Background: an optimization exercise with open tools, aiming at a short achievable clock period and few clock cycles per item. Do not read the settings as production practice.
At most, simulation tests tie the RTL to the original design; equivalence was not proved.

==> flow/design.v <==
package stwq_pkg;
   localparam logic [1:0] REQ_CREATE = 2'd0;
   localparam logic [1:0] REQ_WAIT   = 2'd1;
   localparam logic [1:0] REQ_POST   = 2'd2;
   localparam logic [1:0] ST_OK         = 2'd0;
   localparam logic [1:0] ST_NO_ENTRY   = 2'd1;
   localparam logic [1:0] ST_QUEUE_FULL = 2'd2;
endpackage
import stwq_pkg::*;
module semaphore_table_with_wait_queues_unit
#(
   parameter int NUM_SEMAPHORES = 8,
   parameter int QUEUE_DEPTH    = 8,
   parameter int CALLER_ID_BITS = 8
) (
   input  logic        clock,
   input  logic        reset,
   input  logic        req_tvalid,
   output logic        req_tready,
   input  logic [87:0] req_tdata,    
   input  logic [1:0]  req_tuser,    
   output logic        rsp_tvalid,
   input  logic        rsp_tready,
   output logic [15:0] rsp_tdata,    
   output logic [1:0]  rsp_tuser     
);
   localparam int NS = 8;    
   localparam int QD = 8;    
   localparam int FD = 8;    
   logic        a_valid;
   logic [1:0]  a_type;
   logic [63:0] a_key;
   logic [15:0] a_start;
   logic [7:0]  a_caller;
   logic [NS-1:0] used_ff;
   logic [63:0]   key_ff [NS];
   logic          acc;
   logic          rdy_ff;
   logic [FD-1:0] outst_ff;
   assign acc = req_tvalid & ~outst_ff[FD-1];
   assign a_valid  = acc & ~reset;
   assign a_type   = req_tuser;
   assign a_key    = req_tdata[63:0];
   assign a_start  = req_tdata[79:64];
   assign a_caller = req_tdata[87:80];
   logic [NS-1:0] a_free;      
   logic          a_full;
   logic          a_create;
   logic [NS-1:0] a_match;
   assign a_free   = ~used_ff & (used_ff + NS'(1));
   assign a_full   = &used_ff;
   assign a_create = a_valid & (a_type == REQ_CREATE);
   always_comb begin
      for (int i = 0; i < NS; i++) begin
         a_match[i] = used_ff[i] & (key_ff[i] == a_key);
      end
   end
   always_ff @(posedge clock) begin
      if (reset) begin
         used_ff <= '0;
      end else if (a_create) begin
         used_ff <= used_ff | a_free;
      end
   end
   always_ff @(posedge clock) begin
      for (int i = 0; i < NS; i++) begin
         if (a_free[i]) begin
            key_ff[i] <= a_key;
         end
      end
   end
   logic          b_valid;
   logic          b_create, b_wait, b_post, b_noentry;
   logic [NS-1:0] b_match, b_free;
   logic [15:0]   b_start;
   logic [7:0]    b_caller;
   always_ff @(posedge clock) begin
      b_valid   <= a_valid;
      b_create  <= a_type == REQ_CREATE;
      b_wait    <= a_type == REQ_WAIT;
      b_post    <= a_type == REQ_POST;
      b_noentry <= (a_type == REQ_CREATE) & a_full;
      b_match   <= a_match;
      b_free    <= a_free;
      b_start   <= a_start;
      b_caller  <= a_caller;
   end
   logic [NS-1:0] b_first;
   assign b_first = b_match & ~(b_match - NS'(1));
   logic          c_valid, c_noentry;
   logic [NS-1:0] c_wsel, c_psel, c_isel;    
   logic [15:0]   c_start;
   logic          c_start_zero, c_start_max;
   logic [7:0]    c_caller;
   always_ff @(posedge clock) begin
      c_valid      <= b_valid & ~reset;
      c_noentry    <= b_noentry;
      c_wsel       <= b_first & {NS{b_valid & b_wait}};
      c_psel       <= b_first & {NS{b_valid & b_post}};
      c_isel       <= b_free & {NS{b_valid & b_create & ~b_noentry}};
      c_start      <= b_start;
      c_start_zero <= b_start == 16'd0;
      c_start_max  <= b_start == 16'hFFFF;
      c_caller     <= b_caller;
   end
   logic [15:0] cnt_ff  [NS];
   logic        zero_ff [NS];
   logic        max_ff  [NS];
   logic [QD-1:0] fill_ff [NS];
   logic [QD-1:0] head_ff [NS];
   logic [QD-1:0] tail_ff [NS];
   logic [7:0]  q_ff    [NS][QD];
   logic [NS-1:0] e_dec, e_inc, e_push, e_pop, e_qfull;
   logic [7:0]    e_hv [NS];     
   logic [15:0]   e_lo0 [NS];    
   logic [15:0]   e_lo1 [NS];    
   always_comb begin
      for (int i = 0; i < NS; i++) begin
         e_dec[i]   = c_wsel[i] & ~zero_ff[i];
         e_push[i]  = c_wsel[i] & zero_ff[i] & ~fill_ff[i][QD-1];
         e_qfull[i] = c_wsel[i] & zero_ff[i] & fill_ff[i][QD-1];
         e_pop[i]   = c_psel[i] & fill_ff[i][0];
         e_inc[i]   = c_psel[i] & ~fill_ff[i][0] & ~max_ff[i];
         e_lo0[i][0] = 1'b1;
         e_lo1[i][0] = 1'b1;
         for (int k = 1; k < 16; k++) begin
            e_lo0[i][k] = e_lo0[i][k-1] & ~cnt_ff[i][k-1];
            e_lo1[i][k] = e_lo1[i][k-1] & cnt_ff[i][k-1];
         end
         e_hv[i]    = 8'd0;
         for (int k = 0; k < QD; k++) begin
            e_hv[i] = e_hv[i] | (q_ff[i][k] & {8{head_ff[i][k]}});
         end
      end
   end
   always_ff @(posedge clock) begin
      for (int i = 0; i < NS; i++) begin
         if (c_isel[i]) begin
            cnt_ff[i]  <= c_start;
            zero_ff[i] <= c_start_zero;
            max_ff[i]  <= c_start_max;
         end else begin
            cnt_ff[i]  <= cnt_ff[i] ^ ((e_lo0[i] & {16{e_dec[i]}}) | (e_lo1[i] & {16{e_inc[i]}}));
            if (e_dec[i]) begin
               zero_ff[i] <= cnt_ff[i] == 16'd1;
               max_ff[i]  <= 1'b0;
            end else if (e_inc[i]) begin
               zero_ff[i] <= 1'b0;
               max_ff[i]  <= cnt_ff[i] == 16'hFFFE;
            end
         end
         if (c_isel[i]) begin
            fill_ff[i] <= '0;
            head_ff[i] <= QD'(1);
            tail_ff[i] <= QD'(1);
         end else if (e_push[i]) begin
            fill_ff[i] <= {fill_ff[i][QD-2:0], 1'b1};
            tail_ff[i] <= {tail_ff[i][QD-2:0], tail_ff[i][QD-1]};
         end else if (e_pop[i]) begin
            fill_ff[i] <= {1'b0, fill_ff[i][QD-1:1]};
            head_ff[i] <= {head_ff[i][QD-2:0], head_ff[i][QD-1]};
         end
         for (int k = 0; k < QD; k++) begin
            if (e_push[i] & tail_ff[i][k]) begin
               q_ff[i][k] <= c_caller;
            end
         end
      end
   end
   logic          d_valid, d_noentry, d_qfull, d_block, d_wake;
   logic [NS-1:0] d_pop;
   logic [7:0]    d_hv [NS];
   always_ff @(posedge clock) begin
      d_valid   <= c_valid & ~reset;
      d_noentry <= c_noentry;
      d_qfull   <= |e_qfull;
      d_block   <= |e_push;
      d_wake    <= |e_pop;
      d_pop     <= e_pop;
      for (int i = 0; i < NS; i++) begin
         d_hv[i] <= e_hv[i];
      end
   end
   logic [7:0] d_wid;
   always_comb begin
      d_wid = 8'd0;
      for (int i = 0; i < NS; i++) begin
         d_wid = d_wid | (d_hv[i] & {8{d_pop[i]}});
      end
   end
   logic        e_valid;
   logic [11:0] e_rsp;    
   assign e_valid = d_valid;
   assign e_rsp   = {d_noentry ? ST_NO_ENTRY : d_qfull ? ST_QUEUE_FULL : ST_OK,
                     d_wid, d_wake, d_block};
   logic        out_valid;
   logic [11:0] out_rsp;
   logic [11:0] fifo_ff [FD];
   logic [FD-1:0] wr_ptr, rd_ptr, fcnt_ff;
   logic [11:0] fifo_head;
   logic        fifo_empty;
   logic        out_free, pop_out, fifo_pop, fifo_push;
   assign fifo_empty = ~fcnt_ff[0];
   assign out_free   = ~out_valid | rsp_tready;
   assign pop_out    = out_valid & rsp_tready;
   assign fifo_pop   = out_free & ~fifo_empty;
   assign fifo_push  = e_valid & ~(out_free & fifo_empty);
   always_comb begin
      fifo_head = '0;
      for (int k = 0; k < FD; k++) begin
         fifo_head = fifo_head | (fifo_ff[k] & {12{rd_ptr[k]}});
      end
   end
   always_ff @(posedge clock) begin
      if (reset) begin
         out_valid <= 1'b0;
         out_rsp   <= '0;
         wr_ptr    <= FD'(1);
         rd_ptr    <= FD'(1);
         fcnt_ff   <= '0;
      end else begin
         if (out_free) begin
            out_valid <= ~fifo_empty | e_valid;
            out_rsp   <= fifo_empty ? e_rsp : fifo_head;
         end
         if (fifo_push) begin
            wr_ptr <= {wr_ptr[FD-2:0], wr_ptr[FD-1]};
         end
         if (fifo_pop) begin
            rd_ptr <= {rd_ptr[FD-2:0], rd_ptr[FD-1]};
         end
         if (fifo_push & ~fifo_pop) begin
            fcnt_ff <= {fcnt_ff[FD-2:0], 1'b1};
         end else if (fifo_pop & ~fifo_push) begin
            fcnt_ff <= {1'b0, fcnt_ff[FD-1:1]};
         end
      end
   end
   always_ff @(posedge clock) begin
      for (int k = 0; k < FD; k++) begin
         if (fifo_push & wr_ptr[k]) begin
            fifo_ff[k] <= e_rsp;
         end
      end
   end
   always_ff @(posedge clock) begin
      if (reset) begin
         outst_ff <= '0;
         rdy_ff   <= 1'b1;
      end else if (acc & ~pop_out) begin
         outst_ff <= {outst_ff[FD-2:0], 1'b1};
         rdy_ff   <= ~outst_ff[FD-2];
      end else if (pop_out & ~acc) begin
         outst_ff <= {1'b0, outst_ff[FD-1:1]};
         rdy_ff   <= 1'b1;
      end
   end
   assign req_tready = rdy_ff;
   assign rsp_tvalid = out_valid;
   assign rsp_tdata  = {6'd0, out_rsp[9:0]};
   assign rsp_tuser  = out_rsp[11:10];
endmodule
Settings: LEC_CHECK=0, ABC_CLOCK_PERIOD_IN_PS=1000, CAP_MARGIN=20, CORE_MARGIN=2, CORE_UTILIZATION=65, CTS_CLUSTER_DIAMETER=150, CTS_CLUSTER_SIZE=25, PLACE_DENSITY=0.7, SETUP_SLACK_MARGIN=3.0, SLEW_MARGIN=20, TNS_END_PERCENT=100; clock period 5.0 ns.
run.sh (not shown) runs the stock make flow with config.mk's settings and CLKGATE_MAP_FILE= SYNTH_SCRIPT=/design/flow/synth_recipe.tcl, a recipe that flattens the netlist after the stock synthesis.
Testbench counts at the start, summed over its fixed seeds: cycles 12,032, items 12,000.
Next try:
--- a/flow/design.v
+++ b/flow/design.v
@@ -31,16 +31,15 @@
    logic [1:0]  a_type;
    logic [63:0] a_key;
    logic [15:0] a_start;
    logic [7:0]  a_caller;
    logic [NS-1:0] used_ff;
    logic [63:0]   key_ff [NS];
-   logic          acc;
-   logic          rdy_ff;
-   logic [FD-1:0] outst_ff;
-   assign acc = req_tvalid & ~outst_ff[FD-1];
+   logic        acc;
+   logic        rdy_ff;
+   assign acc = req_tvalid & rdy_ff;
    assign a_valid  = acc & ~reset;
    assign a_type   = req_tuser;
    assign a_key    = req_tdata[63:0];
    assign a_start  = req_tdata[79:64];
    assign a_caller = req_tdata[87:80];
    logic [NS-1:0] a_free;      
@@ -61,13 +60,13 @@
       end else if (a_create) begin
          used_ff <= used_ff | a_free;
       end
    end
    always_ff @(posedge clock) begin
       for (int i = 0; i < NS; i++) begin
-         if (a_free[i]) begin
+         if (a_create & a_free[i]) begin
             key_ff[i] <= a_key;
          end
       end
    end
    logic          b_valid;
    logic          b_create, b_wait, b_post, b_noentry;
@@ -240,12 +239,13 @@
       for (int k = 0; k < FD; k++) begin
          if (fifo_push & wr_ptr[k]) begin
             fifo_ff[k] <= e_rsp;
          end
       end
    end
+   logic [FD-1:0] outst_ff;
    always_ff @(posedge clock) begin
       if (reset) begin
          outst_ff <= '0;
          rdy_ff   <= 1'b1;
       end else if (acc & ~pop_out) begin
          outst_ff <= {outst_ff[FD-2:0], 1'b1};
=> The new run produced a clean layout. Die area is about the same. Global-route usage rose by 0.76 points. Wire length increases by 3.8%. Flip-flop and latch count stays the same. Final cell count grows by 2.1%.
For the second run of this note, only the layout was checked, not whether the RTL still works.

==> re-timing with driven ports <==
The flow's constraints put no driver on any port. The routed layouts listed below were extracted and timed again, unchanged, in two steps.
Step 1 assumes that a clkbuf_16 drives the clock port and a buf_2 every other input.
Step 2 moves the port delays by t, midway between the first and last clock arrival at a register: inputs arrive t later, outputs are due t later. That takes back most of the time a late clock gives input paths.
Three values: no drivers, after step 1, after step 2; two values: the first two.
| run | shift t [ns] | slack for setup (ns) | hold WS [ns] |
|---|---|---|---|
| the first run | 0.770 | 2.799 / 2.756 / 2.078 | 0.333 / 0.333 / 0.333 |
| the second run | 0.746 | 2.550 / 2.556 / 1.810 | 0.325 / 0.325 / 0.325 |
After both steps setup and hold are still met in every run listed. For the second run, which loses most, drivers alone change the setup slack by +0.006 ns; drivers and shift together by -0.740 ns.
